What follows belongs to an exercise in optimizing a design on an open flow for small area, a short achievable clock period and few clock cycles per item; a production flow would make more cautious choices.
The RTL was checked by simulation tests, not by an equivalence proof against the original design.
Power figures rest on the tool's default switching activity, not on a simulated workload.

==> flow/design.v <==
package instr_mem_pkg;
  typedef enum logic {
    CLEAR = 1'b0,
    RUN   = 1'b1
  } state_t;
  localparam int FAULT_W        = 2;
  localparam int FAULT_MISALIGN = 0;
  localparam int FAULT_RANGE    = 1;
endpackage
module instr_mem_array #(
  parameter int XLEN  = 32,
  parameter int DEPTH = 64,
  localparam int IDX_W = $clog2(DEPTH)
) (
  input  logic             i_clk,
  input  logic             i_we,
  input  logic [IDX_W-1:0] i_waddr,
  input  logic [XLEN-1:0]  i_wdata,
  input  logic             i_re,
  input  logic [IDX_W-1:0] i_raddr,
  output logic [XLEN-1:0]  o_rdata
);
  logic [XLEN-1:0] r_mem [DEPTH];
  logic [XLEN-1:0] r_rdata;
  always_ff @(posedge i_clk) begin
    if (i_we) begin
      r_mem[i_waddr] <= i_wdata;
    end
    if (i_re) begin
      r_rdata <= r_mem[i_raddr];
    end
  end
  assign o_rdata = r_rdata;
endmodule
module instr_mem_ctrl #(
  parameter int XLEN   = 32,
  parameter int DEPTH  = 64,
  parameter int ADDR_W = 32,
  localparam int IDX_W = $clog2(DEPTH)
) (
  input  logic               i_clk,
  input  logic               i_rst,
  input  logic               i_clear,
  output logic               o_busy,
  input  logic               i_req_valid,
  output logic               o_req_ready,
  input  logic [ADDR_W-1:0]  i_req_addr,
  output logic               o_rsp_valid,
  input  logic               i_rsp_ready,
  output logic [XLEN-1:0]    o_rsp_instr,
  output logic [instr_mem_pkg::FAULT_W-1:0] o_rsp_fault,
  input  logic               i_wr_en,
  input  logic [ADDR_W-1:0]  i_wr_addr,
  input  logic [XLEN-1:0]    i_wr_data
);
  localparam logic [ADDR_W-3:0] DEPTH_WORDS = (ADDR_W-2)'(DEPTH);
  localparam logic [IDX_W-1:0]  LAST_IDX    = IDX_W'(DEPTH - 1);
  instr_mem_pkg::state_t               r_state;
  instr_mem_pkg::state_t               w_state_next;
  logic [IDX_W-1:0]     r_clr_cnt;
  logic                 r_rsp_valid;
  logic [instr_mem_pkg::FAULT_W-1:0]   r_rsp_fault;
  logic                 w_req_ready;
  logic                 w_req_fire;
  logic                 w_req_misalign;
  logic                 w_req_range;
  logic                 w_wr_range;
  logic                 w_clear_go;
  logic                 w_unused_wr_lsb;
  logic                 w_we;
  logic [IDX_W-1:0]     w_waddr;
  logic [XLEN-1:0]      w_wdata;
  logic                 w_re;
  logic [IDX_W-1:0]     w_raddr;
  logic [XLEN-1:0]      w_rdata;
  assign w_req_misalign  = |i_req_addr[1:0];
  assign w_req_range     = (i_req_addr[ADDR_W-1:2] >= DEPTH_WORDS);
  assign w_wr_range      = (i_wr_addr[ADDR_W-1:2] >= DEPTH_WORDS);
  assign w_unused_wr_lsb = ^i_wr_addr[1:0];
  assign w_clear_go  = (r_state == instr_mem_pkg::RUN) && i_clear;
  assign w_req_ready = (r_state == instr_mem_pkg::RUN) && !i_clear && (!r_rsp_valid || i_rsp_ready);
  assign w_req_fire  = i_req_valid && w_req_ready;
  always_comb begin
    w_state_next = r_state;
    o_busy       = 1'b0;
    case (r_state)
      instr_mem_pkg::CLEAR: begin
        o_busy = 1'b1;
        if (r_clr_cnt == LAST_IDX) begin
          w_state_next = instr_mem_pkg::RUN;
        end
      end
      instr_mem_pkg::RUN: begin
        if (i_clear) begin
          w_state_next = instr_mem_pkg::CLEAR;
        end
      end
      default: w_state_next = instr_mem_pkg::CLEAR;
    endcase
  end
  always_ff @(posedge i_clk) begin
    if (i_rst) begin
      r_state     <= instr_mem_pkg::CLEAR;
      r_clr_cnt   <= '0;
      r_rsp_valid <= 1'b0;
      r_rsp_fault <= '0;
    end else begin
      r_state <= w_state_next;
      if (r_state == instr_mem_pkg::CLEAR) begin
        r_clr_cnt <= r_clr_cnt + 1'b1;
      end else if (w_clear_go) begin
        r_clr_cnt <= '0;
      end
      if (w_clear_go) begin
        r_rsp_valid <= 1'b0;
      end else if (w_req_fire) begin
        r_rsp_valid                 <= 1'b1;
        r_rsp_fault[instr_mem_pkg::FAULT_MISALIGN] <= w_req_misalign;
        r_rsp_fault[instr_mem_pkg::FAULT_RANGE]    <= w_req_range;
      end else if (i_rsp_ready) begin
        r_rsp_valid <= 1'b0;
      end
    end
  end
  always_comb begin
    w_we    = 1'b0;
    w_waddr = i_wr_addr[IDX_W+1:2];
    w_wdata = i_wr_data;
    if (!i_rst) begin
      if (r_state == instr_mem_pkg::CLEAR) begin
        w_we    = 1'b1;
        w_waddr = r_clr_cnt;
        w_wdata = '0;
      end else if (i_wr_en && !w_wr_range) begin
        w_we = 1'b1;
      end
    end
  end
  assign w_re    = w_req_fire && !w_req_range;
  assign w_raddr = i_req_addr[IDX_W+1:2];
  instr_mem_array #(
    .XLEN  (XLEN),
    .DEPTH (DEPTH)
  ) u_array (
    .i_clk   (i_clk),
    .i_we    (w_we),
    .i_waddr (w_waddr),
    .i_wdata (w_wdata),
    .i_re    (w_re),
    .i_raddr (w_raddr),
    .o_rdata (w_rdata)
  );
  assign o_rsp_instr = (r_rsp_valid && (r_rsp_fault == '0)) ? w_rdata : '0;
  assign o_rsp_valid = r_rsp_valid;
  assign o_rsp_fault = r_rsp_fault;
  assign o_req_ready = w_req_ready;
endmodule
==> flow/run.sh <==
#!/bin/bash
# synth_recipe.tcl (not shown) runs the flow's synth.tcl, then flattens the netlist and writes it again
# the make line also repeats each setting of config.mk as NAME=value (left out here)
make -C /OpenROAD-flow-scripts/flow DESIGN_CONFIG=/design/flow/config.mk WORK_HOME=/design/flow/orfs CLKGATE_MAP_FILE= SYNTH_SCRIPT=/design/flow/synth_recipe.tcl finish
==> flow/config.mk <==
export PLATFORM = sky130hd
export DESIGN_NAME = instr_mem_ctrl
export DESIGN_NICKNAME = instr_mem_ctrl
export VERILOG_FILES = /design/flow/design.v
export SDC_FILE = /design/flow/constraint.sdc
export NUM_CORES = 4
export LEC_CHECK = 0
export CAP_MARGIN = 20
export CORE_MARGIN = 2
export CORE_UTILIZATION = 40
export SLEW_MARGIN = 20
==> flow/constraint.sdc <==
create_clock -name core_clock -period 4.0 [get_ports {i_clk}]
set_input_delay 0.8000 -clock core_clock [delete_from_list [all_inputs] [get_ports {i_clk}]]
set_output_delay 0.8000 -clock core_clock [all_outputs]
set_load 0.01 [all_outputs]
==> run summary <==
- Run status: timing/DRC/antenna clean
- Hold_sp: r_rsp_fault[1]
- Net Count, Synth: 3690
- Chip width: 453 um
- RSZ-0062 raised after global routing: false
- Crit path time final: approximately 3.5 ns
- CP Launch Type: flip-flop
- Register area: 0.0627 mm^2
- Cts repair resizes: 0
- Register area share after synthesis: 77.6%
- Setup-failing EPs final: 0
- Largest net degree at the start of global routing: 65
- Final wirelength: ~200000 um
- Routed len/inst: 29.5 um
- Post-synthesis cell type count: 53
- R2R setup slack: 0.66 ns
- Fill count: approximately 16k
- Initial Util: 40.3%
- Leak: 30.1 nW
- Fraction of registers with async set/reset: 0%
- HPWL after detailed placement: 119000 um
- Clk pin slew, worst setup/hold paths: 0.06 ns
- Worst slew pin tran: 1.12 ns
- Pins Over Slew Limit: 0
- Hold_ws: approximately 0.55 ns
- Layout cells sized above 1: 28.6%
- GPL Wtd Cong: 0.810
- # hold bufs at CTS: 0
- Count of clock tree sinks: 2090
- Fmax: between 0.2 and 0.3 GHz
- # IOs: around 140
- 1st-iter DRT viols: roughly 4.4k
- Via density: 5.62
- Die area: 0.205 mm^2
- DR vias: 38.5k
- Antenna viol nets, final: 0
- Final TNS setup: 0 ns
- Final worst path period share: 88.6%
- Synth Register Bits: 2090
- Critical Path RT: 3.20 ns
- Post-synth top area share: 77.4%
- All-Layer GR Usage: 19.7%
- Die height: 453 um
- Final hold violation count: 0
- CP arrival: 2.74 ns
- Clock Path Buffers: 3
- Critical Path Source: r_rsp_fault[1]
- Core footprint: 0.200 mm^2
- Area of the multi-input gates: 0.0175 mm^2
- Hold Path Class: flip-flop to flip-flop
- CTS buffer count: 202
- First-pass GRT wire length: 289000 um
- EDFF count, synth: 2080
- MaxCap Viol Count: 0
- DR pass1 iterations: 5
- Final std cells w/o fill: 6842
- RR Startpoint: r_state
- Syn. warnings: 2
- Synth Flop Type: edfxtp_1
- Overflow after GRT: 0
- Rel. slew slack: roughly 26%
- PortBufs: 136
- Top post-synthesis cells by area: edfxtp_1, mux4_2, mux2i_1
- Clock skew: about 0.054 ns
- Syn Inst Count: between 3k and 4k
- Syn avg cell area: 22.5 um^2
- Area growth from synthesis to layout: 17.3%
- Num rows: roughly 160
- Critical path fanouts, max: 32
- Post-CTS setup buffers: 0
- Setup CP Type: flip-flop to primary output
- Antenna violations before repair: 8
- DRC: 0
- Vias in the first global route: 39.5k
- Nets: 4122
- Clock Latency Late Sink: 0.85 ns
- Dpl cells: 6471
- Synth Cell Area: 0.0807 mm^2
- Worst setup EP type: primary output
- VDD IR max: 0.472 mV
- Power per cell area: 477 mW/mm^2
- Root buffer selected by CTS: clkbuf_16
- CTS tree: yes
- Yosys top cell by area: edfxtp_1
- H-tree depth: 4
-- power breakdown --
group,internal [mW],switching [mW]
clock network,10.3,8.16
registers,24.2,0.0228
logic,0.984,1.48
total,35.5,9.66
-- routing by layer --
| layer | GRT usage, % | vias to the layer above | wire, um |
|---|---|---|---|
| li1 | - | 16000 | - |
| met5 | 0 | - | 13 |
| met2 | 32.8 | 1251 | 101000 |
| met3 | 2.62 | 250 | 11400 |
| met4 | 4.95 | 2 | 4150 |
| met1 | 27.5 | 20900 | 84900 |
-- cell families (layout without fill, tap and decap cells) --
group | after synthesis | after routing | share of synthesized area (%)
compound gates | 148 | 148 | 1.21
fa+ha+maj | 1 | 1 | 0.0155
buf+inv | 191 | 789 | 1.30
flops | 2090 | 2090 | 77.6
mux | 749 | 749 | 17.4
other cells | 0 | 1 | 0
simple gates | 408 | 408 | 2.40
-- cell usage after synthesis (2+ instances only) --
| cell type | number |
|---|---|
| o41ai_1 | 4 |
| nor2_1 | 118 |
| nor4_1 | 14 |
| nand4_1 | 5 |
| a21oi_1 | 33 |
| o31ai_1 | 4 |
| or3_1 | 11 |
| clkbuf_1 | 56 |
| o21ai_0 | 14 |
| nand2b_1 | 7 |
| a211oi_1 | 11 |
| a221oi_1 | 8 |
| o22ai_1 | 43 |
| buf_2 | 58 |
| buf_6 | 9 |
| buf_4 | 51 |
| nand3b_1 | 7 |
| mux4_2 | 523 |
| a2111oi_0 | 8 |
| o2111ai_1 | 2 |
| edfxtp_1 | 2080 |
| a31oi_1 | 2 |
| a311o_1 | 2 |
| and2_1 | 67 |
| nand2_1 | 107 |
| a211o_1 | 4 |
| dfxtp_1 | 10 |
| nor3_1 | 49 |
| mux2i_1 | 210 |
| nand3_1 | 6 |
| mux2_2 | 16 |
| or2_2 | 2 |
| o211ai_1 | 3 |
| nor2b_1 | 10 |
| inv_1 | 2 |
| buf_1 | 14 |
-- through the flow --
| stage | instance area (um^2) | total power, mW | setup slack, ns | utilization, % |
|---|---|---|---|---|
| 2_1_floorplan | 80700 | 26.1 | 0.264 | - |
| 3_3_place_gp | 88300 | 27.1 | -0.0226 | 44.1 |
| 3_5_place_dp | 88300 | 27.2 | -0.0810 | 44.1 |
| 4_1_cts | 94600 | 45.5 | 0.371 | 47.3 |
| 5_1_grt | 94600 | 46.4 | 0.345 | 47.3 |
| 6_report | 94600 | 45.1 | 0.457 | 47.3 |
-- worst paths after layout --
kind                            cells after the start               endpoint
worst min-delay path                                2         r_rsp_fault[1]
worst min register to register                      2         r_rsp_fault[1]
worst max register to register                      7  u_array.r_mem[10][15]
worst max-delay path                                4         o_rsp_instr[2]
-- worst max-delay path, stage by stage (launching register included) --
cell             delay (ns)
dfxtp_1                0.33
nor3b_2                0.17
buf_4                  0.38
and2_1                 0.35
clkdlybuf4s50_1        0.60
-- flip-flops by register name, indices dropped and copies added, names as in the netlist --
name and cells:
u_array.r_mem 2048, u_array.r_rdata 32, r_clr_cnt 6, r_rsp_fault 2, r_rsp_valid 1, r_state 1
-- cell usage in the layout, fill, tap and decap left out, drive strengths merged, types with 16 or more instances in the layout --
cell type / n
nor2: 118
edfxtp: 2080
nand2: 107
nor3: 49
o22ai: 43
clkdlybuf4s50: 132
and2: 67
mux4: 523
mux2: 16
clkbuf: 257
a21oi: 33
mux2i: 210
clkinv: 90
buf: 284
-- final cells by class --
type | count | area share (%)
Sequential cell | 2090 | 66.2
Multi-Input combinational cell | 1306 | 18.5
Clock buffer | 257 | 5.63
Timing Repair Buffer | 416 | 5.00
Tap cell | 2656 | 3.51
Clock inverter | 113 | 1.10
Inverter | 3 | 0.0132
Antenna cell | 1 | 0.00264
Testbench counts, summed over its fixed seeds: cycles 24,008, items 24,000.

## static timing again, ports no longer ideal
Ports are ideal in the flow. The routed layout listed here was re-timed in OpenROAD.
Step 1 sets driving cells, clkbuf_16 on the clock port and buf_2 on the other inputs (assumed; they add their load-dependent delay and slew).
Step 2 moves the port delays by t, midway between the first and last clock arrival at a register: inputs arrive t later, outputs are due t later. That takes back most of the time a late clock gives input paths.
Three values: ideal ports, drivers, drivers and shift; two values: the first two.
t, ns: 0.918
setup WS [ns]: 0.457 / 0.363 / -0.133
hold slack, ns: 0.550 / 0.550 / 0.550
With both steps, setup timing fails in this run, where it was met with ideal ports. For this run, drivers alone change the setup slack by -0.094 ns; drivers and shift together by -0.590 ns.
